What follows belongs to an exercise in optimizing a design on an open flow for small area and a short achievable clock period; a production flow would make more cautious choices.
In this exercise RTL edits were held to simulation tests only and were not proved equivalent to the original.
Power and IR drop assume default switching activity.

==> flow/design.v <==
`timescale 1ns/1ps
package emac_pkg;
  localparam int ADR_W  = 11;
  localparam int DATA_W = 32;
  localparam int MAC_W  = 48;
  localparam logic [ADR_W-1:0] REG_STAT    = 11'h081;
  localparam logic [ADR_W-1:0] REG_MYMACL  = 11'h082;
  localparam logic [ADR_W-1:0] REG_MYMACH  = 11'h083;
  localparam logic [ADR_W-1:0] REG_BUF     = 11'h084;
  localparam logic [ADR_W-1:0] REG_STARTTX = 11'h086;
  localparam logic [ADR_W-1:0] REG_DSTL    = 11'h08A;
  localparam logic [ADR_W-1:0] REG_DSTH    = 11'h08B;
  localparam logic [ADR_W-1:0] REG_TYPE    = 11'h08C;
  localparam int BUF_DEPTH = 64;
  localparam int BUF_CNT_W = 7;
  localparam logic [7:0] PREAMBLE_BYTE = 8'h55;
  localparam int         PREAMBLE_LEN  = 7;
  localparam logic [7:0] SFD_BYTE      = 8'hD5;
  localparam int HDR_LEN = 14;
  localparam logic [31:0] CRC_POLY = 32'hEDB8_8320;
  localparam logic [31:0] CRC_INIT = 32'hFFFF_FFFF;
  typedef logic [DATA_W-1:0] word_t;
  typedef logic [7:0] byte_t;
  typedef logic [MAC_W-1:0] mac_addr_t;
  typedef logic [15:0] ether_type_t;
endpackage
`timescale 1ns/1ps
module emac_regs (
  input  logic                 tx_clk_i,
  input  logic                 reset_i,
  input  logic                 wr_en_i,
  input  logic                 rd_en_i,
  input  logic [emac_pkg::ADR_W-1:0]     adr_i,
  input  emac_pkg::word_t                wr_data_i,
  output emac_pkg::word_t                rd_data_o,
  input  logic                 busy_i,
  input  logic                 buf_pop_i,
  output logic [emac_pkg::BUF_CNT_W-1:0] buf_count_o,
  output logic                 buf_push_o,
  output logic                 start_o,
  output emac_pkg::mac_addr_t            my_mac_o,
  output emac_pkg::mac_addr_t            dst_mac_o,
  output emac_pkg::ether_type_t          ether_type_o
);
  emac_pkg::word_t stat_word;
  emac_pkg::word_t rd_mux;
  logic  start_req;
  always_comb begin
    stat_word = '0;
    stat_word[0] = busy_i;
    stat_word[8 +: emac_pkg::BUF_CNT_W] = buf_count_o;
  end
  assign buf_push_o = wr_en_i && (adr_i == emac_pkg::REG_BUF) && !busy_i &&
                      (buf_count_o != emac_pkg::BUF_DEPTH[emac_pkg::BUF_CNT_W-1:0]);
  always_ff @(posedge tx_clk_i or negedge reset_i) begin
    if (!reset_i) begin
      buf_count_o <= '0;
    end else if (buf_push_o) begin
      buf_count_o <= buf_count_o + 1'b1;
    end else if (buf_pop_i) begin
      buf_count_o <= buf_count_o - 1'b1;
    end
  end
  assign start_req = wr_en_i && (adr_i == emac_pkg::REG_STARTTX) && !busy_i &&
                     (buf_count_o != '0);
  always_ff @(posedge tx_clk_i or negedge reset_i) begin
    if (!reset_i) begin
      my_mac_o     <= '0;
      dst_mac_o    <= '0;
      ether_type_o <= '0;
    end else if (wr_en_i) begin
      case (adr_i)
        emac_pkg::REG_MYMACL: my_mac_o[31:0]   <= wr_data_i;
        emac_pkg::REG_MYMACH: my_mac_o[47:32]  <= wr_data_i[15:0];
        emac_pkg::REG_DSTL:   dst_mac_o[31:0]  <= wr_data_i;
        emac_pkg::REG_DSTH:   dst_mac_o[47:32] <= wr_data_i[15:0];
        emac_pkg::REG_TYPE:   ether_type_o     <= wr_data_i[15:0];
        default: ;
      endcase
    end
  end
  always_ff @(posedge tx_clk_i or negedge reset_i) begin
    if (!reset_i) begin
      start_o <= 1'b0;
    end else begin
      start_o <= start_req;
    end
  end
  always_comb begin
    rd_mux = '0;
    case (adr_i)
      emac_pkg::REG_STAT:   rd_mux = stat_word;
      emac_pkg::REG_MYMACL: rd_mux = my_mac_o[31:0];
      emac_pkg::REG_MYMACH: rd_mux[15:0] = my_mac_o[47:32];
      emac_pkg::REG_DSTL:   rd_mux = dst_mac_o[31:0];
      emac_pkg::REG_DSTH:   rd_mux[15:0] = dst_mac_o[47:32];
      emac_pkg::REG_TYPE:   rd_mux[15:0] = ether_type_o;
      default: ;
    endcase
  end
  always_ff @(posedge tx_clk_i or negedge reset_i) begin
    if (!reset_i) begin
      rd_data_o <= '0;
    end else if (rd_en_i) begin
      rd_data_o <= rd_mux;
    end
  end
endmodule
`timescale 1ns/1ps
module emac_tx_buffer (
  input  logic            tx_clk_i,
  input  logic            reset_i,
  input  logic            push_i,
  input  emac_pkg::word_t data_i,
  input  logic            fetch_d_i,    
  input  logic            load_i,       
  input  logic            load_d_i,     
  input  logic            sync_i,       
  output emac_pkg::word_t cur_o
);
  localparam int DEPTH = emac_pkg::BUF_DEPTH;
  localparam int W     = emac_pkg::DATA_W;
  logic [DEPTH*W-1:0] ring;
  logic [DEPTH*W-1:0] ring_d;
  emac_pkg::word_t    wd0, wd1, wd2, wd3;
  emac_pkg::word_t    wsel;
  logic [3:0]         v;
  logic [3:0]         v_d;
  logic               pend_d;
  logic [5:0]         z, z_d;
  logic [5:0]         y, y_d;
  logic               wen_q;        
  logic [15:0]        ins_q;        
  logic [3:0]         src_q;        
  logic [3:0]         src_d;
  logic               cap;          
  logic               win_q, win_d;
  logic [15:0]        tsel_q;       
  logic               nv, nv_d;
  emac_pkg::word_t    nxt;
  emac_pkg::word_t    tap;
  always_comb begin
    v_d = {v[2:0], push_i};
    if (v[3]) begin
      v_d[3] = v[2];
    end else if (v[2]) begin
      v_d[3] = v[2] && !wen_q;
    end else if (v[1]) begin
      v_d[2] = v[1] && !wen_q;
    end else begin
      v_d[1] = v[0] && !wen_q;
    end
    z_d = wen_q ? z : z - 6'd1;
    if (v_d[3])      src_d = 4'b1000;
    else if (v_d[2]) src_d = 4'b0100;
    else if (v_d[1]) src_d = 4'b0010;
    else             src_d = 4'b0001;
    pend_d = (|v_d[3:1]) || push_i;
  end
  always_comb begin
    wsel = ({W{src_q[0]}} & wd0) | ({W{src_q[1]}} & wd1) |
           ({W{src_q[2]}} & wd2) | ({W{src_q[3]}} & wd3);
    for (int p = 0; p < DEPTH; p++) begin
      if (p % 4 == 0 && ins_q[p / 4]) begin
        ring_d[p*W +: W] = wsel;
      end else begin
        ring_d[p*W +: W] = ring[((p + 1) % DEPTH)*W +: W];
      end
    end
  end
  always_ff @(posedge tx_clk_i) begin
    ring <= ring_d;
    wd0  <= data_i;
    wd1  <= wd0;
    wd2  <= wd1;
    wd3  <= wd2;
  end
  always_comb begin
    tap = '0;
    for (int k = 0; k < DEPTH / 4; k++) begin
      tap = tap | ({W{tsel_q[k]}} & ring[(4*k)*W +: W]);
    end
  end
  assign cap   = win_q && (y[1:0] == 2'd0);
  assign y_d   = sync_i ? z_d : (cap ? y : y - 6'd1);
  assign nv_d  = !sync_i && (cap || (nv && !load_i));
  assign win_d = fetch_d_i && (!nv_d || load_d_i);
  always_ff @(posedge tx_clk_i or negedge reset_i) begin
    if (!reset_i) begin
      v     <= '0;
      z     <= '0;
      y     <= '0;
      nv    <= 1'b0;
      wen_q <= 1'b0;
      ins_q <= '0;
      win_q <= 1'b0;
    end else begin
      v     <= v_d;
      z     <= z_d;
      y     <= y_d;
      nv    <= nv_d;
      win_q <= win_d;
      wen_q <= pend_d && (wen_q ? (z[1:0] == 2'd1) : (z[1:0] == 2'd2));
      for (int k = 0; k < DEPTH / 4; k++) begin
        ins_q[k] <= pend_d && (wen_q ? (z == {k[3:0], 2'd1}) : (z == {k[3:0], 2'd2}));
      end
    end
  end
  always_ff @(posedge tx_clk_i) begin
    src_q <= src_d;
    for (int k = 0; k < DEPTH / 4; k++) begin
      tsel_q[k] <= (y_d[5:2] == k);
    end
    if (cap)    nxt   <= tap;
    if (load_i) cur_o <= nxt;
  end
endmodule
`timescale 1ns/1ps
module emac_crc32 (
  input  logic            tx_clk_i,
  input  logic            reset_i,
  input  logic            clear_i,
  input  logic            en_i,
  input  emac_pkg::byte_t data_i,
  output emac_pkg::word_t crc_o,
  output emac_pkg::word_t crc_next_o
);
  function automatic emac_pkg::word_t crc_step(emac_pkg::word_t crc, emac_pkg::byte_t d);
    emac_pkg::word_t c;
    c = crc;
    for (int i = 0; i < 8; i++) begin
      if (c[0] ^ d[i]) begin
        c = (c >> 1) ^ emac_pkg::CRC_POLY;
      end else begin
        c = c >> 1;
      end
    end
    crc_step = c;
  endfunction
  assign crc_next_o = crc_step(crc_o, data_i);
  always_ff @(posedge tx_clk_i) begin
    if (clear_i) begin
      crc_o <= emac_pkg::CRC_INIT;
    end else if (en_i) begin
      crc_o <= crc_next_o;
    end
  end
endmodule
`timescale 1ns/1ps
module emac_tx_framer (
  input  logic                           tx_clk_i,
  input  logic                           reset_i,
  input  logic                           start_i,
  input  emac_pkg::mac_addr_t            my_mac_i,
  input  emac_pkg::mac_addr_t            dst_mac_i,
  input  emac_pkg::ether_type_t          ether_type_i,
  input  emac_pkg::word_t                cur_i,
  input  logic [emac_pkg::BUF_CNT_W-1:0] buf_count_i,
  output logic                           buf_pop_o,
  output logic                           fetch_d_o,
  output logic                           load_o,
  output logic                           load_d_o,
  output logic                           sync_o,
  output emac_pkg::byte_t                crc_data_o,
  input  emac_pkg::word_t                crc_i,
  input  emac_pkg::word_t                crc_next_i,
  output logic                           crc_clear_o,
  output logic                           crc_en_o,
  output logic                           busy_o,
  output logic                           tx_en_o,
  output emac_pkg::byte_t                tx_d_o
);
  typedef enum logic [2:0] {
    ST_IDLE, ST_PRE, ST_SFD, ST_HDR, ST_PAY, ST_FCS
  } state_t;
  state_t          state_q;
  state_t          state_d;
  logic [3:0]      cnt_q;
  logic [3:0]      cnt_d;
  logic            tx_en_d;
  emac_pkg::byte_t tx_d_d;
  logic            crc_en_d;
  logic [111:0]    hdr;
  emac_pkg::byte_t hdr_byte;
  emac_pkg::byte_t pay_byte;
  emac_pkg::byte_t fcs_byte;
  logic            pre_byte;
  logic            sfd_byte;
  logic            r_hdr, r_pay, r_fcs0, r_fcs;
  logic [3:0]      r_hsel;
  logic [1:0]      r_pidx, r_fidx;
  logic            n_hdr, n_pay, n_fcs0, n_fcs;
  logic [3:0]      n_hsel;
  logic [1:0]      n_pidx, n_fidx;
  logic            st_idle, st_pre, st_sfd, st_hdr, st_pay, st_fcs;
  logic            last_byte;    
  assign st_idle = (state_q == ST_IDLE);
  assign st_pre  = (state_q == ST_PRE);
  assign st_sfd  = (state_q == ST_SFD);
  assign st_hdr  = (state_q == ST_HDR);
  assign st_pay  = (state_q == ST_PAY);
  assign st_fcs  = (state_q == ST_FCS);
  always_comb begin
    state_d  = state_q;
    cnt_d    = cnt_q;
    tx_en_d  = tx_en_o;
    crc_en_d = 1'b0;
    case (state_q)
      ST_IDLE: begin
        if (start_i) begin
          state_d = ST_PRE;
          cnt_d   = '0;
          tx_en_d = 1'b1;
        end
      end
      ST_PRE: begin
        if (cnt_q == emac_pkg::PREAMBLE_LEN - 1) begin
          state_d = ST_SFD;
        end else begin
          cnt_d = cnt_q + 4'd1;
        end
      end
      ST_SFD: begin
        state_d  = ST_HDR;
        cnt_d    = '0;
        crc_en_d = 1'b1;
      end
      ST_HDR: begin
        crc_en_d = 1'b1;
        if (cnt_q == emac_pkg::HDR_LEN - 1) begin
          state_d = ST_PAY;
          cnt_d   = '0;
        end else begin
          cnt_d = cnt_q + 4'd1;
        end
      end
      ST_PAY: begin
        if (cnt_q[1:0] == 2'd3 && r_fcs0) begin
          state_d = ST_FCS;
          cnt_d   = '0;
        end else begin
          cnt_d    = {2'b00, cnt_q[1:0] + 2'd1};
          crc_en_d = 1'b1;
        end
      end
      ST_FCS: begin
        if (cnt_q[1:0] == 2'd3) begin
          state_d = ST_IDLE;
          tx_en_d = 1'b0;
        end else begin
          cnt_d = cnt_q + 4'd1;
        end
      end
      default: state_d = ST_IDLE;
    endcase
  end
  always_comb begin
    n_hdr  = 1'b0;
    n_pay  = 1'b0;
    n_fcs0 = 1'b0;
    n_fcs  = 1'b0;
    n_hsel = 4'd13;
    n_pidx = 2'd3;
    n_fidx = 2'd1;
    case (state_q)
      ST_PRE: begin
        n_hdr = (cnt_q == emac_pkg::PREAMBLE_LEN - 1);
      end
      ST_SFD: begin
        n_hdr  = 1'b1;
        n_hsel = 4'd12;
      end
      ST_HDR: begin
        n_hdr  = (cnt_q < 4'd12);
        n_hsel = 4'd11 - cnt_q;
        n_pay  = (cnt_q >= 4'd12);
        n_pidx = (cnt_q == 4'd12) ? 2'd3 : 2'd2;
      end
      ST_PAY: begin
        n_fcs0 = (cnt_q[1:0] == 2'd2) && (buf_count_i == 7'd1);
        n_fcs  = (cnt_q[1:0] == 2'd3) && r_fcs0;
        n_pay  = !n_fcs0 && !n_fcs;
        n_pidx = 2'd1 - cnt_q[1:0];
      end
      ST_FCS: begin
        n_fcs  = (cnt_q[1:0] < 2'd2);
        n_fidx = cnt_q[1:0] + 2'd2;
      end
      default: ;
    endcase
  end
  assign hdr      = {dst_mac_i, my_mac_i, ether_type_i};
  assign hdr_byte = hdr[{r_hsel, 3'b000} +: 8];
  assign pay_byte = cur_i[{r_pidx, 3'b000} +: 8];
  assign fcs_byte = ~crc_i[{r_fidx, 3'b000} +: 8];
  assign pre_byte = (st_idle && start_i) ||
                    (st_pre && (cnt_q != emac_pkg::PREAMBLE_LEN - 1));
  assign sfd_byte = st_pre && (cnt_q == emac_pkg::PREAMBLE_LEN - 1);
  assign tx_d_d = ({8{pre_byte}} & emac_pkg::PREAMBLE_BYTE) |
                  ({8{sfd_byte}} & emac_pkg::SFD_BYTE) |
                  ({8{r_hdr}}    & hdr_byte) |
                  ({8{r_pay}}    & pay_byte) |
                  ({8{r_fcs0}}   & ~crc_next_i[7:0]) |
                  ({8{r_fcs}}    & fcs_byte);
  assign busy_o      = !st_idle || start_i;
  assign crc_clear_o = st_idle && start_i;
  assign buf_pop_o   = st_pay && load_o;
  assign sync_o      = st_fcs;
  assign fetch_d_o   = (st_pre && (cnt_q == emac_pkg::PREAMBLE_LEN - 1)) ||
                       st_sfd || st_hdr || st_pay;
  assign load_d_o    = (st_hdr && (cnt_q == 4'd11)) ||
                       (st_pay && (cnt_q[1:0] == 2'd1));
  always_ff @(posedge tx_clk_i or negedge reset_i) begin
    if (!reset_i) begin
      state_q  <= ST_IDLE;
      cnt_q    <= '0;
      tx_en_o  <= 1'b0;
      tx_d_o   <= '0;
      crc_en_o <= 1'b0;
      r_hdr    <= 1'b0;
      r_pay    <= 1'b0;
      r_fcs0   <= 1'b0;
      r_fcs    <= 1'b0;
      load_o   <= 1'b0;
    end else begin
      state_q  <= state_d;
      cnt_q    <= cnt_d;
      tx_en_o  <= tx_en_d;
      tx_d_o   <= tx_d_d;
      crc_en_o <= crc_en_d;
      r_hdr    <= n_hdr;
      r_pay    <= n_pay;
      r_fcs0   <= n_fcs0;
      r_fcs    <= n_fcs;
      load_o   <= load_d_o;
    end
  end
  always_ff @(posedge tx_clk_i) begin
    r_hsel <= n_hsel;
    r_pidx <= n_pidx;
    r_fidx <= n_fidx;
  end
  always_ff @(posedge tx_clk_i) begin
    crc_data_o <= tx_d_d;
  end
endmodule
`timescale 1ns/1ps
module emac_tx_top (
  input  logic                       tx_clk_i,
  input  logic                       reset_i,
  input  logic                       wr_en_i,
  input  logic                       rd_en_i,
  input  logic [emac_pkg::ADR_W-1:0] adr_i,
  input  emac_pkg::word_t            wr_data_i,
  output emac_pkg::word_t            rd_data_o,
  output logic                       tx_en_o,
  output emac_pkg::byte_t            tx_d_o
);
  logic                           busy;
  logic                           start;
  logic                           buf_push;
  logic                           buf_pop;
  logic [emac_pkg::BUF_CNT_W-1:0] buf_count;
  logic                           fetch_d;
  logic                           load;
  logic                           load_d;
  logic                           sync;
  emac_pkg::byte_t                crc_data;
  emac_pkg::word_t                cur;
  emac_pkg::mac_addr_t            my_mac;
  emac_pkg::mac_addr_t            dst_mac;
  emac_pkg::ether_type_t          ether_type;
  logic                           crc_clear;
  logic                           crc_en;
  emac_pkg::word_t                crc;
  emac_pkg::word_t                crc_next;
  emac_regs i_regs (
    .tx_clk_i     (tx_clk_i),
    .reset_i      (reset_i),
    .wr_en_i      (wr_en_i),
    .rd_en_i      (rd_en_i),
    .adr_i        (adr_i),
    .wr_data_i    (wr_data_i),
    .rd_data_o    (rd_data_o),
    .busy_i       (busy),
    .buf_pop_i    (buf_pop),
    .buf_count_o  (buf_count),
    .buf_push_o   (buf_push),
    .start_o      (start),
    .my_mac_o     (my_mac),
    .dst_mac_o    (dst_mac),
    .ether_type_o (ether_type)
  );
  emac_tx_buffer i_buf (
    .tx_clk_i (tx_clk_i),
    .reset_i  (reset_i),
    .push_i   (buf_push),
    .data_i   (wr_data_i),
    .fetch_d_i (fetch_d),
    .load_i    (load),
    .load_d_i  (load_d),
    .sync_i    (sync),
    .cur_o    (cur)
  );
  emac_crc32 i_crc (
    .tx_clk_i   (tx_clk_i),
    .reset_i    (reset_i),
    .clear_i    (crc_clear),
    .en_i       (crc_en),
    .data_i     (crc_data),
    .crc_o      (crc),
    .crc_next_o (crc_next)
  );
  emac_tx_framer i_framer (
    .tx_clk_i     (tx_clk_i),
    .reset_i      (reset_i),
    .start_i      (start),
    .my_mac_i     (my_mac),
    .dst_mac_i    (dst_mac),
    .ether_type_i (ether_type),
    .cur_i        (cur),
    .buf_count_i  (buf_count),
    .buf_pop_o    (buf_pop),
    .fetch_d_o    (fetch_d),
    .load_o       (load),
    .load_d_o     (load_d),
    .sync_o       (sync),
    .crc_data_o   (crc_data),
    .crc_i        (crc),
    .crc_next_i   (crc_next),
    .crc_clear_o  (crc_clear),
    .crc_en_o     (crc_en),
    .busy_o       (busy),
    .tx_en_o      (tx_en_o),
    .tx_d_o       (tx_d_o)
  );
endmodule
==> flow/flow/run.sh <==
#!/bin/bash
# Standard layout, with the port buffers made from buf_4 cells instead of
# the default pick, so the fixed input and output delays are not lengthened.
set -o pipefail
cp standard.sh standard.sh.log.txt 2>/dev/null
export BUFFER_PORTS_ARGS="-buffer_cell sky130_fd_sc_hd__buf_4"
bash standard.sh > standard.log 2>&1
==> flow/standard.sh <==
#!/bin/bash
# synth_recipe.tcl (not shown) runs the flow's synth.tcl, then flattens the netlist and writes it again
# the make line also repeats each setting of config.mk as NAME=value (left out here)
make -C /OpenROAD-flow-scripts/flow DESIGN_CONFIG=/design/flow/config.mk WORK_HOME=/design/flow/orfs CLKGATE_MAP_FILE= SYNTH_SCRIPT=/design/flow/synth_recipe.tcl "${@:-finish}"
==> flow/config.mk <==
export PLATFORM = sky130hd
export DESIGN_NAME = emac_tx_top
export DESIGN_NICKNAME = emac_tx_top
export VERILOG_FILES = /design/flow/design.v
export SDC_FILE = /design/flow/constraint.sdc
export NUM_CORES = 4
export LEC_CHECK = 0
export ABC_CLOCK_PERIOD_IN_PS = 2400
export CAP_MARGIN = 20
export CORE_MARGIN = 2
export CORE_UTILIZATION = 40
export SETUP_SLACK_MARGIN = 3.3
export SLEW_MARGIN = 20
==> flow/constraint.sdc <==
create_clock -name core_clock -period 5.4 [get_ports {tx_clk_i}]
set_input_delay 1.0800 -clock core_clock [delete_from_list [all_inputs] [get_ports {tx_clk_i}]]
set_output_delay 1.0800 -clock core_clock [all_outputs]
set_load 0.01 [all_outputs]
==> results of run 1 <==
## placed cells by master, fill, tap and decap left out, types with 9 or more instances in the layout
cell type / count
nand3_1: 11
dfxtp_2: 11
xnor2_1: 46
inv_1: 41
o211ai_1: 10
a21oi_1: 551
mux2i_1: 19
clkbuf_1: 52
nand2_1: 79
mux4_2: 40
nor2b_1: 9
a22o_1: 160
a221oi_1: 134
nor2_1: 577
dfrtp_1: 187
buf_6: 48
bufinv_16: 17
dfrtp_4: 17
o21ai_0: 53
mux2_2: 131
ha_1: 14
buf_4: 167
nor3_1: 26
edfxtp_1: 64
clkinv_2: 45
xor2_1: 19
a211o_1: 11
nor3_2: 11
dfxtp_1: 2224
dfxtp_4: 9
o22ai_1: 17
a22oi_1: 25
nand4_1: 40
clkbuf_16: 230
clkbuf_8: 53
a221oi_2: 35
## sequential cells by signal, indices dropped and copies added, names as in the netlist, 6 cells and up
name / count
i_buf.ins_q: 16
i_buf.wd1: 32
i_framer.tx_d_o: 8
i_buf.tsel_q: 16
i_regs.rd_data_o: 32
i_buf.wd0: 32
i_regs.my_mac_o: 48
i_crc.crc_o: 32
i_regs.ether_type_o: 16
i_buf.nxt: 32
i_buf.wd2: 32
i_framer.crc_data_o: 8
i_regs.buf_count_o: 7
i_buf.wd3: 32
i_buf.ring: 2048
i_buf.z: 6
i_buf.y: 6
i_regs.dst_mac_o: 48
i_buf.cur_o: 32
## cells by family (layout without fill, tap and decap cells)
logic type                 count (synthesis)  after routing  synth area share [%]
DFF                                     2517           2517                  77.6
muxes                                    194            194                  3.92
and+or+nand+nor                          796            796                  4.95
adders and majority gates                 14             14                 0.261
other                                      0              4                     0
buffers and inverters                    321            690                  1.83
xor gates and xnor gates                  84             84                  1.33
AOI/OAI and AO/OA                       1045           1045                  10.1
## power by group
group | leakage, nW | internal (mW) | switching, mW
Sequential | 21.6 | 18.7 | 0.0846
Combinational | 6.46 | 0.172 | 0.319
Clock | 3.82 | 9.40 | 6.90
Total | 31.8 | 28.3 | 7.31
## worst register-to-register path: stages, from the launching register on
cell and delay, ns:
dfxtp_4 0.38, buf_12 0.14, mux4_2 0.50, a221oi_1 0.30, a311o_1 0.34, nand4_1 0.24
## cells in the mapped netlist, drive strengths merged, types with 5 or more instances
master / instances / area share [%]
clkbuf: 236 / 1.3
inv: 45 / 0.25
ha: 14 / 0.26
edfxtp: 64 / 2.9
dfrtp: 209 / 7.8
and3: 5 / 0.047
dfxtp: 2244 / 67
xnor2: 58 / 0.85
a221oi: 169 / 2.2
nor2: 578 / 3.2
nand2: 80 / 0.45
a211o: 11 / 0.14
o22ai: 17 / 0.16
a21oi: 552 / 4.1
nand3: 12 / 0.097
nand2b: 6 / 0.056
o211ai: 10 / 0.11
nor3: 37 / 0.28
nor2b: 12 / 0.11
a22oi: 25 / 0.28
mux4: 41 / 1.4
a222oi: 7 / 0.10
xor2: 21 / 0.30
buf: 37 / 0.24
a22o: 160 / 2.1
mux2: 134 / 2.2
nand4: 40 / 0.37
mux2i: 19 / 0.28
o21ai: 63 / 0.48
## final timing paths
check	startpoint	end	slack, ns	cells past startpoint
min in group core_clock	i_buf.ring[321]	i_buf.ring[289]	0.30	0
max in group asynchronous	reset_i	i_framer.state_q[1]	3.79	2
hold reg to reg	i_buf.ring[321]	i_buf.ring[289]	0.30	0
setup reg to reg	i_framer.r_hsel[0]	i_framer.crc_data_o[0]	3.30	5
setup / recovery	i_regs.rd_data_o[29]	rd_data_o[29]	2.89	1
hold / removal	reset_i	i_regs.ether_type_o[6]	0.27	1
## area by class of cell
cell class              instances  area (sq um)  area share [%]
diodes                          4          10.0          0.0126
well taps                    2204          2760            3.48
clock inverters                85          1060            1.34
multi-input cells            2133         14300            18.1
flip-flops and latches       2517         52200            65.9
clock buffers                 335          6680            8.44
repair buffers                222          1930            2.43
inverters                      48           191           0.242
## timing repair
| action | CTS | global route |
|---|---|---|
| resized for setup | 89 | 30 |
| pin swaps | 7 | 4 |
| setup buffers | 31 | 27 |
| endpoints found under the setup margin | 233 | 158 |
## metal layers
| metal | vias to the layer above | global-route usage, % | part of all wire [%] |
|---|---|---|---|
| met4 | 0 | 5.26 | 2.0 |
| met3 | 239 | 3.02 | 5.2 |
| li1 | 17500 | - | - |
| met1 | 19100 | 27.8 | 46 |
| met2 | 1090 | 31.2 | 46 |
| met5 | - | 0 | 0 |
==> reports/results.ini, run 1 <==
[die]
fp.dieW_um=413
die_y_um=413
die_area_sq_um=171000
num_rows=150
initial_utilization_pct=40.2
core_area_sq_um=167000
ioPinCount=88

[sta]
setup_viol=0
timing.fmax_ghz=0.398
relSlewSlack_pct=20.9
postLayoutSetupSlackWorst_ns=2.89
worstMarginPinSlew_ns=1.19
rsz0062_at_grt=true
slew_violations=0
final_hold_viol_count=0
finalCritPeriodShare_pct=46.5
fin_crit_ns=2.51
skew_ns=0.0372
hold_ws_ns=0.271
finalSetupTns_ns=0

[clock_tree]
clockBufferDepth=3
cts-root-buf=clkbuf_16
cts_tree=yes
cts_sinks=2517
cts_buffers=224
cts.htree.levels=4
clk_pin_slew_worst_paths_ns=0.06
cts_hold_buffers=0
clk_latency_ns=0.84

[yosys]
seq_area_frac_synth_pct=77.6
syn_nets=5032
synth-seq-cells=2517
netlist_area_sq_um=67100
synth_warnings=4
ys.flop_type=dfxtp_1
yosysUniqueCellTypes=73
synth.avg_cell_area_sq_um=13.5
syn_inst=4971
synth_edf_count=64
async_reset_ff_share_pct=8.30

[worst_hold_path]
hp-class=in -> async

[setup_path]
critPathArrivalTime_ns=1.43
cpPeakStageDelay_ns=0.44
slowest_stage=dfrtp_1
cp.required_ns=4.32
path_buf_inv=1
worst_path_dominant_cell_family=flip-flops
critPathMaxFanout=2
worstSetupPathType=reg -> out
cp-start-kind=flip-flop
crit_path_end_kind=output pin
crit_chain=buf_6

[global_routing]
grt_overflow=0
grt_pass1_vias=37500
antenna_found_initial=6
grt_max_degree=114
grt_pass1_wl_um=248000
track_usage_pct=19.6

[route]
route.detailed.drc=0
wl_per_cell_um=22.4
wl_um=169000
drt_first_pass_iters=5
drt-initial-drc-count=2924
detail-route-antenna-nets=0
num_vias=38000
viasPerCell=5.03

[placement]
gp_congestion=0.880
dp_cells=7065
port_buffers=87
post-place-ws_ns=1.54
place_hpwl_um=94400
dpl_cell_area_sq_um=70400

[power_and_ir_drop]
ir_drop_uv=318
power_mw=35.6
power_density_nw_per_um2=450
p_leak_nw=31.8

[final_layout]
syn_to_final_growth_pct=18.0
stdcell_count=7548
fin_util_pct=47.4
nNetsFinal=5207
drive_gt1_share_pct=16.8
nFillCells=14400
finalInstanceArea_sq_um=79100

[job]
cap_violations=0

[status]
status=complete, no violations

==> run 2: changes to the inputs <==
==> flow/flow/run.sh (replaced) <==
#!/bin/bash
# Standard layout, with the port buffers made from buf_4 cells instead of
# the default pick, and larger clock sink clusters.
set -o pipefail
export BUFFER_PORTS_ARGS="-buffer_cell sky130_fd_sc_hd__buf_4"
export CTS_ARGS="-sink_clustering_enable -repair_clock_nets -sink_clustering_size 28 -sink_clustering_max_diameter 180"
bash standard.sh > standard.log 2>&1
==> run 2 against run 1 <==
  * Maximum frequency grew 2.5%
  * Design area shrank 6.2%
  * Synthesized cell count is the same
  * Critical endpoint is now rd_data_o[21]
==> reports/results.ini, run 2 <==
[yosys]
synth_top_family_by_area=compound AO/OA/AOI/OAI gates
synth_mux_area_share_pct=3.92  ; unchanged
synth_fa_ha_area_share_pct=0.261  ; unchanged
synth.avg_cell_area_sq_um=13.5  ; unchanged
netlist_area_sq_um=67100  ; unchanged
async_reset_ff_share_pct=8.30  ; unchanged
yosysTopAreaCellShare_pct=67.0  ; unchanged
synth.area.top_cells=dfxtp_1 67%, dfrtp_1 7.8%, a21oi_1 4.1%
synth-seq-cells=2517  ; unchanged
syn_nets=5032  ; unchanged
ys.flop_type=dfxtp_1
synth_warnings=4  ; unchanged
synth_most_common_cell=dfxtp_1
synth_xor_xnor_area_share_pct=1.33  ; unchanged
yosysUniqueCellTypes=73  ; unchanged
synth-compound-area-share_pct=10.1  ; unchanged
synth_edf_count=64  ; unchanged
netlist_top_cells_count=2244 x dfxtp_1, 578 x nor2_1, 552 x a21oi_1, 234 x clkbuf_1, 209 x dfrtp_1
seq_area_frac_synth_pct=77.6  ; unchanged
syn_inst=4971  ; unchanged
post-synth-top-area-cell=dfxtp_1
synth-simple-area-share_pct=4.95  ; unchanged

[setup_path]
critPathMaxFanout=2  ; unchanged
critPathArrivalTime_ns=1.37  ; -0.06 ns
crit_chain=buf_6
cp.required_ns=4.32  ; about the same
worstSetupPathDepth=1  ; unchanged
crit_path_end_kind=output pin
reg2regPathDepth=7  ; +2
cp-start-kind=flip-flop
cpPeakStageDelay_ns=0.46  ; +0.02 ns
path_buf_inv=1  ; unchanged
worstSetupPathType=reg -> out
slowest_stage=dfrtp_1
worst_path_dominant_cell_family=flip-flops

[status]
status=complete, no violations

[clock_tree]
clockBufferDepth=3  ; unchanged
cts_hold_buffers=0  ; unchanged
cts-root-buf=clkbuf_16
cts_tree=yes
clk_latency_ns=0.76  ; -0.08 ns
clk_pin_slew_worst_paths_ns=0.12  ; +0.06 ns
cts.htree.levels=3  ; -1
cts_sinks=2517  ; unchanged
cts_buffers=99  ; -56%

[sta]
finalSetupTns_ns=0  ; unchanged
timing.fmax_ghz=0.409  ; +2.5%
skew_ns=0.0328  ; -0.00443 ns
postLayoutSetupSlackWorst_ns=2.95  ; +0.0617 ns
fin_crit_ns=2.45  ; -0.0617 ns
final_hold_viol_count=0  ; unchanged
slew_violations=0  ; unchanged
finalCritPeriodShare_pct=45.3  ; -1.1 points
rsz0062_at_grt=true
setup_viol=0  ; unchanged
relSlewSlack_pct=20.8  ; -0.060 points
worstMarginPinSlew_ns=1.19  ; +0.000908 ns

[global_routing]
track_usage_pct=18.9  ; -0.65 points
grt_pass1_vias=35500  ; -5.2%
grt_max_degree=114  ; unchanged
antenna_found_initial=6  ; unchanged
grt_pass1_wl_um=240000  ; -3.3%
grt_overflow=0  ; unchanged

[placement]
gp_congestion=0.880  ; unchanged
place_hpwl_um=94400  ; unchanged
post-place-ws_ns=1.54  ; unchanged
port_buffers=87  ; unchanged
dpl_cell_area_sq_um=70400  ; unchanged

[final_layout]
nNetsFinal=5086  ; -2.3%
multi_input_area_sq_um=14400  ; +0.33%
syn_to_final_growth_pct=10.7
fin_util_pct=44.5  ; -2.9 points
diodes=0  ; -4
max_flop_register=i_buf.ring
nFillCells=14900  ; +2.9%
layout_commonest_cell=dfxtp_1
largest_reg_flops=2048  ; unchanged
regArea_sq_um=52200  ; about the same
finalInstanceArea_sq_um=74200  ; -6.2%
layout_common_cells=2224 x dfxtp_1, 577 x nor2_1, 551 x a21oi_1, 186 x dfrtp_1, 166 x buf_4
drive_gt1_share_pct=12.8  ; -4.0 points
reg_top3=i_buf.ring: 2048 flops, i_regs.dst_mac_o: 48 flops, i_regs.my_mac_o: 48 flops

[route]
drt-initial-drc-count=3006  ; +2.8%
viasPerCell=5.08  ; +0.99%
num_vias=36900  ; -2.7%
wl_um=164000  ; -2.8%
wl_per_cell_um=22.6  ; +0.94%
route.detailed.drc=0  ; unchanged
detail-route-antenna-nets=0  ; unchanged
drt_first_pass_iters=7  ; +2

[power_and_ir_drop]
p_clk_share_pct=31.6  ; -14 points
ir_drop_uv=256  ; -20%
power_mw=28.3  ; -21%
power_density_nw_per_um2=381  ; -15%
pwr-share-comb_pct=1.8  ; +0.4 points
internal-power_mw=22.4  ; -21%
p_sw_mw=5.86  ; -20%
swShare_pct=20.7  ; +0.21 points
p_seq_share_pct=66.6  ; +14 points
p_leak_nw=29.4  ; -7.6%

[die]
core_area_sq_um=167000  ; unchanged
die_y_um=413  ; unchanged
ioPinCount=88  ; unchanged
initial_utilization_pct=40.2  ; unchanged
fp.dieW_um=413  ; unchanged
die_area_sq_um=171000  ; unchanged
num_rows=150  ; unchanged

[worst_hold_path]
hp-class=reg -> reg
hold_path_depth=0

[job]
cap_violations=0  ; unchanged

-- run 2: what timing repair did --
action / CTS / global route
endpoints found under the setup margin: 243 / 178
pin swaps: 9 / 10
setup buffers: 31 / 29
resized for setup: 93 / 35
cloned: 0 / 2
-- run 2: cell families (layout without fill, tap and decap cells) --
group                      after synthesis  in the layout
adders and majority gates               14             14
DFF                                   2517           2517
AOI/OAI and AO/OA                     1045           1045
buffers and inverters                  321            415
muxes                                  194            194
xor gates and xnor gates                84             84
and+or+nand+nor                        796            797
-- run 2: worst paths after layout --
check,start,endpoint,slack [ns]
min in group asynchronous,reset_i,i_regs.ether_type_o[6],0.35
max in group asynchronous,reset_i,i_buf.ins_q[14],3.78
setup reg to reg,i_framer.state_q[1],i_buf.ins_q[8],3.32
setup / recovery,i_regs.rd_data_o[21],rd_data_o[21],2.95
hold / removal,i_buf.ring[986],i_buf.ring[954],0.32
hold reg to reg,i_buf.ring[986],i_buf.ring[954],0.32
-- run 2: metrics by stage --
step	hold WS, ns	std cells
5_1_grt	0.330	7270
2_1_floorplan	0.310	4971
4_1_cts	0.322	7238
3_5_place_dp	0.312	7065
6_report	0.322	7270
3_3_place_gp	0.310	7065
-- run 2: routing by layer --
metal  wire length (um)  track usage [%]  up-vias
met3               7950             2.33      213
met5                  0                0        -
met4               3380             4.02        0
met2              75300             30.2      943
li1                   -                -    17100
met1              77600             27.6    18700
-- run 2: area by class of cell --
type                       count  area share [%]
inverter                      48           0.258
clock inverter                 6           0.150
sequential                  2517            70.3
tap                         2204            3.71
multi-input combinational   2134            19.3
clock buffer                 136            3.58
timing repair buffer         225            2.65
-- run 2: power by group through the flow --
stage,sequential [mW],combinational (mW),clock (mW)
2_1_floorplan,19.2,0.258,0
3_3_place_gp,19.2,0.473,0
3_5_place_dp,19.2,0.477,0
4_1_cts,18.8,0.492,9.15
5_1_grt,18.8,0.546,9.76
6_report,18.8,0.506,8.94
==> run 3: changes to the inputs <==
==> flow/flow/run.sh (replaced) <==
#!/bin/bash
# Standard layout, with the port buffers made from buf_4 cells instead of
# the default pick, and larger clock sink clusters.
set -o pipefail
export BUFFER_PORTS_ARGS="-buffer_cell sky130_fd_sc_hd__buf_4"
export CTS_ARGS="-sink_clustering_enable -repair_clock_nets -sink_clustering_size 20 -sink_clustering_max_diameter 120"
bash standard.sh > standard.log 2>&1
==> run 3 against run 2 <==
  * Still clean on timing, DRC and antenna
  * Via count grew 0.53%
  * Cell count grew 0.70%
  * Count of clock-buffer cells in the layout grew 57
  * Design area grew 1.6%
  * Non-clock buffer count shrank 9
  * Synthesized cell count is the same
  * Maximum frequency shrank 1.3%
  * Register-to-register slack gained 0.02 ns
  * Core utilization grew 0.70 points
  * Worst hold slack lost 0.012 ns
  * Largest cell class unchanged
  * Largest power group unchanged
==> reports/results.ini, run 3 <==
[clock_tree]
cts_sinks=2517  ; unchanged
clk_latency_ns=0.80  ; +0.04 ns
cts_tree=yes
clockBufferDepth=3  ; unchanged
cts_buffers=143  ; +44%
clk_pin_slew_worst_paths_ns=0.09  ; -0.03 ns
cts-root-buf=clkbuf_16
cts.htree.levels=4  ; +1

[setup_path]
critPathMaxFanout=2  ; unchanged
crit_path_end_kind=output pin
crit_chain=buf_6
worstSetupPathType=reg -> out
rrSetupSlack_ns=3.34  ; +0.02 ns
cp-start-kind=flip-flop
worstSetupPathDepth=1  ; unchanged
worst_path_dominant_cell_family=flip-flops
reg2regPathDepth=4  ; -3
path_buf_inv=1  ; unchanged
cpPeakStageDelay_ns=0.46  ; about the same
critPathArrivalTime_ns=1.40  ; +0.03 ns
cp.required_ns=4.32  ; about the same
slowest_stage=dfrtp_1

[final_layout]
syn_to_final_growth_pct=12.4
max_flop_register=i_buf.ring
regArea_sq_um=52200  ; about the same
largest_reg_flops=2048  ; unchanged
finalInstanceArea_sq_um=75400  ; +1.6%
drive_gt1_share_pct=13.5  ; +0.65 points
nNetsFinal=5120  ; +0.67%
reg_top3=i_buf.ring: 2048 flops, i_regs.dst_mac_o: 48 flops, i_regs.my_mac_o: 48 flops
multi_input_area_sq_um=14300  ; -0.25%
layout_common_cells=2224 x dfxtp_1, 577 x nor2_1, 551 x a21oi_1, 187 x dfrtp_1, 160 x a22o_1
diodes=0  ; unchanged
nFillCells=14800  ; -0.60%
layout_commonest_cell=dfxtp_1

[route]
drt_first_pass_iters=6  ; -1
num_vias=37100  ; +0.53%
wl_per_cell_um=22.6  ; +0.23%
wl_um=166000  ; +0.93%
route.detailed.drc=0  ; unchanged
drt-initial-drc-count=2887  ; -4.0%
detail-route-antenna-nets=0  ; unchanged
viasPerCell=5.07  ; -0.18%

[global_routing]
grt_pass1_vias=36200  ; +1.8%
grt_pass1_wl_um=243000  ; +1.2%
grt_overflow=0  ; unchanged
antenna_found_initial=7  ; +1
track_usage_pct=19.2  ; +0.27 points
grt_max_degree=114  ; unchanged

[power_and_ir_drop]
swShare_pct=20.7  ; about the same
p_leak_nw=29.9  ; +1.8%
internal-power_mw=24.0  ; +6.9%
p_sw_mw=6.26  ; +6.9%
power_mw=30.2  ; +6.9%
power_density_nw_per_um2=401  ; +5.3%
p_seq_share_pct=62.2  ; -4.4 points
p_clk_share_pct=36.1  ; +4.5 points
ir_drop_uv=336  ; +31%
pwr-share-comb_pct=1.6  ; -0.2 points

[die]
initial_utilization_pct=40.2  ; unchanged
fp.dieW_um=413  ; unchanged
ioPinCount=88  ; unchanged
die_y_um=413  ; unchanged
num_rows=150  ; unchanged
core_area_sq_um=167000  ; unchanged
die_area_sq_um=171000  ; unchanged

[yosys]
synth_most_common_cell=dfxtp_1
syn_nets=5032  ; unchanged
synth_xor_xnor_area_share_pct=1.33  ; unchanged
synth-compound-area-share_pct=10.1  ; unchanged
netlist_top_cells_count=2244 x dfxtp_1, 578 x nor2_1, 552 x a21oi_1, 234 x clkbuf_1, 209 x dfrtp_1
yosysUniqueCellTypes=73  ; unchanged
synth_top_family_by_area=compound AO/OA/AOI/OAI gates
synth_mux_area_share_pct=3.92  ; unchanged
synth_edf_count=64  ; unchanged
async_reset_ff_share_pct=8.30  ; unchanged
post-synth-top-area-cell=dfxtp_1
synth.avg_cell_area_sq_um=13.5  ; unchanged
synth.area.top_cells=dfxtp_1 67%, dfrtp_1 7.8%, a21oi_1 4.1%
yosysTopAreaCellShare_pct=67.0  ; unchanged
synth-seq-cells=2517  ; unchanged
syn_inst=4971  ; unchanged
netlist_area_sq_um=67100  ; unchanged
synth-simple-area-share_pct=4.95  ; unchanged
synth_warnings=4  ; unchanged
ys.flop_type=dfxtp_1
synth_fa_ha_area_share_pct=0.261  ; unchanged
seq_area_frac_synth_pct=77.6  ; unchanged

[sta]
fin_crit_ns=2.48  ; +0.0314 ns
timing.fmax_ghz=0.403  ; -1.3%
finalSetupTns_ns=0  ; unchanged
hold_ws_ns=0.311  ; -0.0115 ns
rsz0062_at_grt=true
worstMarginPinSlew_ns=1.16  ; -0.0252 ns
setup_viol=0  ; unchanged
relSlewSlack_pct=22.5  ; +1.7 points
finalCritPeriodShare_pct=45.9  ; +0.58 points
skew_ns=0.0297  ; -0.00310 ns
final_hold_viol_count=0  ; unchanged
slew_violations=0  ; unchanged

[job]
cap_violations=0  ; unchanged

[placement]
port_buffers=87  ; unchanged
gp_congestion=0.880  ; unchanged
place_hpwl_um=94400  ; unchanged
dpl_cell_area_sq_um=70400  ; unchanged

[worst_hold_path]
hp-class=reg -> reg
hold_path_depth=0  ; unchanged

[status]
status=complete, no violations

[run 3: area by class of cell]
cell class              instances  area share, %
multi-input cells            2133           19.0
clock inverters                10          0.196
repair buffers                216           2.53
inverters                      48          0.254
well taps                    2204           3.66
flip-flops and latches       2517           69.2
clock buffers                 193           5.15
[run 3: path summary, 6_finish.rpt]
check	to	start
hold reg to reg	i_buf.ring[555]	i_buf.ring[587]
setup reg to reg	i_buf.nxt[13]	i_buf.tsel_q[1]
max in group asynchronous	i_framer.state_q[1]	reset_i
min in group asynchronous	i_regs.rd_data_o[14]	reset_i
setup / recovery	rd_data_o[29]	i_regs.rd_data_o[29]
hold / removal	i_buf.ring[555]	i_buf.ring[587]
[run 3: kinds of logic (layout without fill, tap and decap cells)]
family          after synthesis  in the layout
buf+inv                     321            467
fa+ha+maj                    14             14
xor+xnor                     84             84
mux                         194            194
compound gates             1045           1045
simple gates                796            796
flops                      2517           2517
[run 3: repair_timing]
action,in CTS,in global routing
gates resized for setup,88,34
setup endpoints to repair,242,179
hold buffers,0,0
hold endpoints to repair,0,0
pin swaps,6,9
setup buffers,27,25
[run 3: routing by layer]
metal	GRT usage, %	routed length, um	up-vias
met3	2.46	8070	227
met2	30.4	76100	976
li1	-	-	17200
met5	0	12	-
met1	27.7	78100	18700
met4	5.10	3520	2
[run 3: power groups by stage]
stage               sequential, mW  combinational [mW]  clock [mW]
detailed placement            19.2               0.477           0
global route                  18.8               0.529        11.8
global placement              19.2               0.473           0
floorplan                     19.2               0.258           0
CTS                           18.8               0.491        11.1
finish                        18.8               0.489        10.9
[run 3: per-stage QoR]
stage / util, % / setup WS [ns] / cells
final: 45.2 / 2.92 / 7321
after global routing: 45.2 / 2.90 / 7321
after CTS: 45.0 / 2.87 / 7295
after detailed placement: 42.2 / 1.54 / 7065
after global placement: 42.2 / 1.64 / 7065
after floorplan: - / 2.81 / 4971
==> run 4: changes to the inputs <==
==> flow/flow/run.sh (replaced) <==
#!/bin/bash
# Standard layout, with the port buffers made from buf_4 cells instead of
# the default pick, and larger clock sink clusters.
set -o pipefail
export BUFFER_PORTS_ARGS="-buffer_cell sky130_fd_sc_hd__buf_4"
export CTS_ARGS="-sink_clustering_enable -repair_clock_nets -sink_clustering_size 24 -sink_clustering_max_diameter 150"
bash standard.sh > standard.log 2>&1
==> run 4 against run 3 <==
  * Setup slack better by 0.036 ns
  * Sequential power is essentially flat
  * Combinational power up 1%
  * Die area unchanged
  * Critical endpoint is now rd_data_o[27]
  * Clock power fell by 12%
  * Still clean on timing, DRC and antenna
  * Core utilization fell by 0.52 points
  * Non-clock buffer count fell by 1
  * First-iteration DRC count shrank 0.48%
  * Synthesized cell count unchanged
  * Sequential share of layout area rose by 0.81 points
==> reports/results.ini, run 4 <==
[status]
status=complete, no violations

[sta]
postLayoutSetupSlackWorst_ns=2.96  ; +0.0356 ns
fin_crit_ns=2.44  ; -0.0356 ns
finalCritPeriodShare_pct=45.3  ; -0.66 points
worstMarginPinSlew_ns=1.18  ; +0.0201 ns
relSlewSlack_pct=21.1  ; -1.3 points
setup_viol=0  ; unchanged
timing.fmax_ghz=0.409  ; +1.5%
skew_ns=0.0543  ; +0.0247 ns
rsz0062_at_grt=true
hold_ws_ns=0.282  ; -0.0282 ns
finalSetupTns_ns=0  ; unchanged
slew_violations=0  ; unchanged
final_hold_viol_count=0  ; unchanged

[yosys]
synth-seq-cells=2517  ; unchanged
ys.flop_type=dfxtp_1
synth_fa_ha_area_share_pct=0.261  ; unchanged
synth_top_family_by_area=compound AO/OA/AOI/OAI gates
netlist_area_sq_um=67100  ; unchanged
netlist_top_cells_count=2244 x dfxtp_1, 578 x nor2_1, 552 x a21oi_1, 234 x clkbuf_1, 209 x dfrtp_1
synth_xor_xnor_area_share_pct=1.33  ; unchanged
synth.avg_cell_area_sq_um=13.5  ; unchanged
synth.area.top_cells=dfxtp_1 67%, dfrtp_1 7.8%, a21oi_1 4.1%
async_reset_ff_share_pct=8.30  ; unchanged
synth-compound-area-share_pct=10.1  ; unchanged
syn_inst=4971  ; unchanged
seq_area_frac_synth_pct=77.6  ; unchanged
synth_most_common_cell=dfxtp_1
synth_warnings=4  ; unchanged
yosysUniqueCellTypes=73  ; unchanged
synth_mux_area_share_pct=3.92  ; unchanged
synth-simple-area-share_pct=4.95  ; unchanged
post-synth-top-area-cell=dfxtp_1
syn_nets=5032  ; unchanged
synth_edf_count=64  ; unchanged
yosysTopAreaCellShare_pct=67.0  ; unchanged

[setup_path]
worstSetupPathType=reg -> out
slowest_stage=dfrtp_1
worst_path_dominant_cell_family=flip-flops
crit_chain=buf_6
cp-start-kind=flip-flop
critPathArrivalTime_ns=1.36  ; -0.04 ns
critPathMaxFanout=2  ; unchanged
cp.required_ns=4.32  ; about the same
crit_path_end_kind=output pin
path_buf_inv=1  ; unchanged
cpPeakStageDelay_ns=0.46  ; about the same

[power_and_ir_drop]
ir_drop_uv=321  ; -4.4%
power_mw=28.9  ; -4.5%
p_leak_nw=29.5  ; -1.4%
power_density_nw_per_um2=387  ; -3.4%

[placement]
gp_congestion=0.880  ; unchanged
post-place-ws_ns=1.54  ; unchanged
port_buffers=87  ; unchanged
dp_cells=7065  ; unchanged
place_hpwl_um=94400  ; unchanged

[final_layout]
drive_gt1_share_pct=12.8  ; -0.70 points
layout_commonest_cell=dfxtp_1
diodes=0  ; unchanged
max_flop_register=i_buf.ring
nFillCells=14900  ; +0.51%
stdcell_count=7279  ; -0.57%
layout_common_cells=2224 x dfxtp_1, 577 x nor2_1, 551 x a21oi_1, 186 x dfrtp_1, 160 x a22o_1
syn_to_final_growth_pct=11.1
nNetsFinal=5091  ; -0.57%
largest_reg_flops=2048  ; unchanged
reg_top3=i_buf.ring: 2048 flops, i_regs.dst_mac_o: 48 flops, i_regs.my_mac_o: 48 flops

[die]
ioPinCount=88  ; unchanged
die_y_um=413  ; unchanged
fp.dieW_um=413  ; unchanged
core_area_sq_um=167000  ; unchanged
die_area_sq_um=171000  ; unchanged
num_rows=150  ; unchanged
initial_utilization_pct=40.2  ; unchanged

[global_routing]
grt_max_degree=114  ; unchanged
grt_pass1_wl_um=241000  ; -0.61%
grt_pass1_vias=35800  ; -1.1%
grt_overflow=0  ; unchanged
antenna_found_initial=6  ; -1
track_usage_pct=19.0  ; -0.17 points

[route]
wl_um=165000  ; -0.54%
drt_first_pass_iters=8  ; +2
wl_per_cell_um=22.6  ; about the same
dr.max_layer_used=met4
num_vias=36900  ; -0.62%
wl_met3_um=8070  ; about the same
route.detailed.drc=0  ; unchanged
m1WireLength_um=78000  ; about the same
drt-initial-drc-count=2873  ; -0.48%
viasPerCell=5.07  ; about the same
dr_wl_met2_um=75500  ; -0.79%
detail-route-antenna-nets=0  ; unchanged

[worst_hold_path]
hp-class=reg -> reg

[clock_tree]
clk_pin_slew_worst_paths_ns=0.10  ; about the same
cts_hold_buffers=0  ; unchanged
cts_tree=yes
cts_sinks=2517  ; unchanged
cts-root-buf=clkbuf_16
clk_latency_ns=0.79  ; about the same
cts_buffers=114  ; -20%
clockBufferDepth=3  ; unchanged
cts.htree.levels=3  ; -1

[job]
cap_violations=0  ; unchanged

run 4: cell count changes in the layout (fill, tap and decap cells not counted), moves of 2 or more:
cell | previous run | this run
buf_6 | 49 | 52
nand2_1 | 77 | 79
clkinv_16 | 0 | 3
clkbuf_1 | 44 | 40
nand2_2 | 2 | 0
inv_6 | 3 | 0
clkbuf_16 | 148 | 115
clkinv_8 | 5 | 0
buf_4 | 158 | 155
run 4: final timing paths:
check                                startpoint                   to  slack [ns]  cells past startpoint
max reg2reg                     i_buf.tsel_q[4]        i_buf.nxt[26]        3.35                      4
max in group asynchronous               reset_i  i_framer.state_q[1]        3.76                      2
min reg2reg                     i_buf.ring[115]       i_buf.ring[83]        0.28                      0
max                        i_regs.rd_data_o[27]        rd_data_o[27]        2.96                      1
min in group asynchronous               reset_i  i_regs.rd_data_o[7]        0.34                      1
min                             i_buf.ring[115]       i_buf.ring[83]        0.28                      0
run 4: metrics by stage:
step	instance area [sq um]	util (%)
floorplan	67400	-
global placement	70400	42.2
detailed placement	70400	42.2
CTS	74200	44.5
global route	74500	44.7
finish	74500	44.7
run 4: repair_timing:
item	in CTS	in global routing
gates resized for setup	92	31
setup buffers	32	19
setup endpoints to repair	242	236
pin swaps	9	6
gates cloned	0	1
run 4: kinds of logic (layout without fill, tap and decap cells):
kind of cell,Yosys count,in the layout
compound gates,1045,1045
xor+xnor,84,84
fa+ha+maj,14,14
buf+inv,321,424
flops,2517,2517
mux,194,194
simple gates,796,797
run 4: worst reg2reg max path, delay by kind of cell, from the launching register on:
kind,cells,cell delay [ns]
buffers and inverters,1,0.37
and+or+nand+nor,1,0.35
DFF,1,0.47
AOI/OAI and AO/OA,2,0.50
run 4: power breakdown:
group,internal (mW),switching (mW)
combinational,0.174,0.321
clock,3.96,5.59
sequential,18.7,0.0847
run 4: area by class of cell:
| type | count | area, sq um | share of cell area (%) |
|---|---|---|---|
| clock buffers | 156 | 3040 | 4.08 |
| clock inverters | 5 | 130 | 0.175 |
| inverters | 48 | 191 | 0.257 |
| multi-input cells | 2134 | 14300 | 19.2 |
| flip-flops and latches | 2517 | 52200 | 70.0 |
| well taps | 2204 | 2760 | 3.70 |
| repair buffers | 215 | 1900 | 2.55 |
run 4: metal layers:
layer	vias up	GRT usage (%)
met1	18600	27.7
met4	0	4.45
met3	209	2.22
met5	-	0
li1	17100	-
met2	927	30.4
==> run 5: changes to the inputs <==
--- a/flow/config.mk
+++ b/flow/config.mk
@@ -8,6 +8,6 @@
 export ABC_CLOCK_PERIOD_IN_PS = 2400
 export CAP_MARGIN = 20
 export CORE_MARGIN = 2
-export CORE_UTILIZATION = 40
+export CORE_UTILIZATION = 50
 export SETUP_SLACK_MARGIN = 3.3
 export SLEW_MARGIN = 20
==> run 5 against run 4 <==
  * Non-clock buffer count grew 1
  * Register-to-register slack worse by 0.10 ns
  * Wire length shrank 2.0%
  * Still clean on timing, DRC and antenna
  * Synthesized cell count is the same
  * Maximum frequency is 0.11% higher
  * Setup slack gained 0.0026 ns
  * Area after synthesis unchanged
==> reports/results.ini, run 5 <==
[setup_path]
cp.required_ns=4.32  ; about the same
cp-start-kind=flip-flop
cpPeakStageDelay_ns=0.45  ; about the same
worstSetupPathType=reg -> out
slowest_stage=dfrtp_1
critPathArrivalTime_ns=1.36  ; about the same
critPathMaxFanout=2  ; unchanged
worst_path_dominant_cell_family=flip-flops
path_buf_inv=1  ; unchanged
crit_chain=buf_6
crit_path_end_kind=output pin

[die]
core_area_sq_um=133000  ; -20%
num_rows=134  ; -11%
initial_utilization_pct=50.3  ; +10 points
ioPinCount=88  ; unchanged
die_y_um=370  ; -10%
die_area_sq_um=137000  ; -20%
fp.dieW_um=370  ; -10%

[power_and_ir_drop]
swShare_pct=20.8  ; about the same
p_clk_share_pct=33.0  ; about the same
p_seq_share_pct=65.2  ; about the same
pwr-share-comb_pct=1.8  ; about the same
internal-power_mw=22.9  ; about the same
ir_drop_uv=283  ; -12%
p_leak_nw=29.7  ; +0.49%
p_sw_mw=6.00  ; +0.12%
power_density_nw_per_um2=389  ; +0.46%
power_mw=28.9  ; about the same

[sta]
final_hold_viol_count=0  ; unchanged
fin_crit_ns=2.44  ; -0.00260 ns
relSlewSlack_pct=24.9  ; +3.7 points
finalCritPeriodShare_pct=45.2  ; -0.048 points
setup_viol=0  ; unchanged
hold_ws_ns=0.300  ; +0.0176 ns
postLayoutSetupSlackWorst_ns=2.96  ; +0.00260 ns
slew_violations=0  ; unchanged
finalSetupTns_ns=0  ; unchanged
worstMarginPinSlew_ns=1.13  ; -0.0562 ns
rsz0062_at_grt=true
skew_ns=0.0390  ; -0.0153 ns
timing.fmax_ghz=0.410  ; +0.11%

[clock_tree]
clk_pin_slew_worst_paths_ns=0.10  ; about the same
cts-root-buf=clkbuf_16
cts_hold_buffers=0  ; unchanged
cts_tree=yes
cts.htree.levels=3  ; unchanged
clk_latency_ns=0.78  ; about the same
clockBufferDepth=3  ; unchanged
cts_buffers=114  ; unchanged
cts_sinks=2517  ; unchanged

[yosys]
post-synth-top-area-cell=dfxtp_1
seq_area_frac_synth_pct=77.6  ; unchanged
synth_warnings=4  ; unchanged
async_reset_ff_share_pct=8.30  ; unchanged
synth.avg_cell_area_sq_um=13.5  ; unchanged
yosysTopAreaCellShare_pct=67.0  ; unchanged
synth_edf_count=64  ; unchanged
syn_inst=4971  ; unchanged
synth_most_common_cell=dfxtp_1
yosysUniqueCellTypes=73  ; unchanged
ys.flop_type=dfxtp_1
netlist_top_cells_count=2244 x dfxtp_1, 578 x nor2_1, 552 x a21oi_1, 234 x clkbuf_1, 209 x dfrtp_1
synth-seq-cells=2517  ; unchanged
syn_nets=5032  ; unchanged
synth.area.top_cells=dfxtp_1 67%, dfrtp_1 7.8%, a21oi_1 4.1%
netlist_area_sq_um=67100  ; unchanged

[final_layout]
nFillCells=11000  ; -26%
nNetsFinal=5093  ; +0.039%
stdcell_count=6843  ; -6.0%
fin_util_pct=55.7  ; +11 points
layout_common_cells=2221 x dfxtp_1, 576 x nor2_1, 551 x a21oi_1, 186 x dfrtp_1, 160 x a22o_1
multi_input_area_sq_um=14500  ; +1.1%
drive_gt1_share_pct=13.1  ; +0.34 points
layout_commonest_cell=dfxtp_1
largest_reg_flops=2048  ; unchanged
reg_top3=i_buf.ring: 2048 flops, i_regs.dst_mac_o: 48 flops, i_regs.my_mac_o: 48 flops
regArea_sq_um=52200  ; about the same
syn_to_final_growth_pct=10.7
finalInstanceArea_sq_um=74200  ; -0.43%
max_flop_register=i_buf.ring

[global_routing]
track_usage_pct=23.4  ; +4.4 points
grt_pass1_wl_um=236000  ; -2.1%
grt_overflow=0  ; unchanged
antenna_found_initial=4  ; -2
grt_pass1_vias=35900  ; +0.32%
grt_max_degree=111  ; -2.6%

[route]
detail-route-antenna-nets=0  ; unchanged
wl_per_cell_um=23.6  ; +4.2%
drt_first_pass_iters=6  ; -2
viasPerCell=5.36  ; +5.6%
num_vias=36600  ; -0.68%
route.detailed.drc=0  ; unchanged
wl_um=162000  ; -2.0%
drt-initial-drc-count=2926  ; +1.8%

[placement]
port_buffers=87  ; unchanged
dp_cells=6627  ; -6.2%
place_hpwl_um=93000  ; -1.5%
dpl_cell_area_sq_um=69900  ; -0.75%
gp_congestion=0.893  ; +1.4%
post-place-ws_ns=1.60  ; +0.0619 ns

[status]
status=complete, no violations

[worst_hold_path]
hp-class=reg -> reg

[job]
cap_violations=0  ; unchanged

## run 5: cell counts after synthesis
No cell type changed its count.
## run 5: power by group through the flow
| stage | Sequential (mW) | Combinational, mW | Clock (mW) |
|---|---|---|---|
| global placement | 19.2 | 0.478 | 0 |
| floorplan | 19.2 | 0.258 | 0 |
| CTS | 18.8 | 0.496 | 9.73 |
| detailed placement | 19.2 | 0.479 | 0 |
| global route | 18.8 | 0.568 | 10.4 |
| finish | 18.8 | 0.529 | 9.53 |
## run 5: metal layers
metal | wire length [um] | global-route usage (%)
met4 | 4020 | 6.50
met3 | 8140 | 3.38
met1 | 76200 | 33.9
met5 | 0 | 0
met2 | 73200 | 36.9
## run 5: kinds of logic (layout without fill, tap and decap cells)
family / count (synthesis) / count (layout) / share of synthesized area (%)
DFF: 2517 / 2517 / 77.6
AOI/OAI and AO/OA: 1045 / 1045 / 10.1
and+or+nand+nor: 796 / 798 / 4.95
buffers and inverters: 321 / 422 / 1.83
muxes: 194 / 194 / 3.92
xor gates and xnor gates: 84 / 84 / 1.33
adders and majority gates: 14 / 14 / 0.261
other: 0 / 1 / 0
## run 5: path summary, 6_finish.rpt
path / startpoint / slack [ns] / endpoint / depth (start not counted)
setup / recovery: i_regs.rd_data_o[19] / 2.96 / rd_data_o[19] / 1
hold / removal: i_buf.ring[1255] / 0.30 / i_buf.ring[1223] / 0
max in group asynchronous: reset_i / 3.99 / i_framer.cnt_q[0] / 2
min in group asynchronous: reset_i / 0.36 / i_regs.rd_data_o[15] / 1
setup reg to reg: i_framer.state_q[0] / 3.25 / i_regs.buf_count_o[2] / 9
hold reg to reg: i_buf.ring[1255] / 0.30 / i_buf.ring[1223] / 0
## run 5: final cells by class
class                           instances  area share [%]
Sequential cell                      2517            70.3
Multi-Input combinational cell       2135            19.5
Clock buffer                          152            4.09
Tap cell                             1768            2.98
Timing Repair Buffer                  216            2.66
Inverter                               48           0.255
Clock inverter                          6           0.162
Antenna cell                            1         0.00337
## run 5: what timing repair did
action | 4_1_cts | 5_1_grt
buffers inserted | 25 | 28
setup endpoints to repair | 250 | 187
gates cloned | 3 | 1
gates resized for setup | 100 | 52
endpoints found under the hold margin | 0 | 0
pin swaps | 13 | 18

[afterwards: timing with drivers on the ports]
Ports are ideal in the flow. The routed layouts listed here were re-timed in OpenROAD. Step 1, drivers: a clkbuf_16 drives tx_clk_i and a buf_2 each remaining input, both assumed. Step 2 adds t to the input delays and takes it off the output delays; t is the mean of the earliest and latest rising clock arrival at the registers after step 1. Input paths then give back, and output paths get back, about the clock's delay inside the block. a / b / c = ideal / step 1 / step 2; a / b = the first two.
run	t (ns)	setup slack, ns	worst setup path at the end	worst register clock-pin slew, ns	worst slew at a driven data input, ns
run 1	0.903	2.890 / 2.812 / 2.501	input to register	0.07 / 0.07	0.06
run 2	0.825	2.952 / 2.870 / 2.625	input to register	0.12 / 0.12	0.06
run 3	0.863	2.921 / 2.841 / 2.510	input to register	0.09 / 0.09	0.07
run 4	0.837	2.956 / 2.879 / 2.578	input to register	0.11 / 0.11	0.07
run 5	0.829	2.959 / 2.888 / 2.533	input to register	0.11 / 0.11	0.06
After both steps every run listed still meets setup and hold. The setup slack of run 5, which loses most, moves by -0.071 ns with the drivers and by -0.426 ns with both steps.
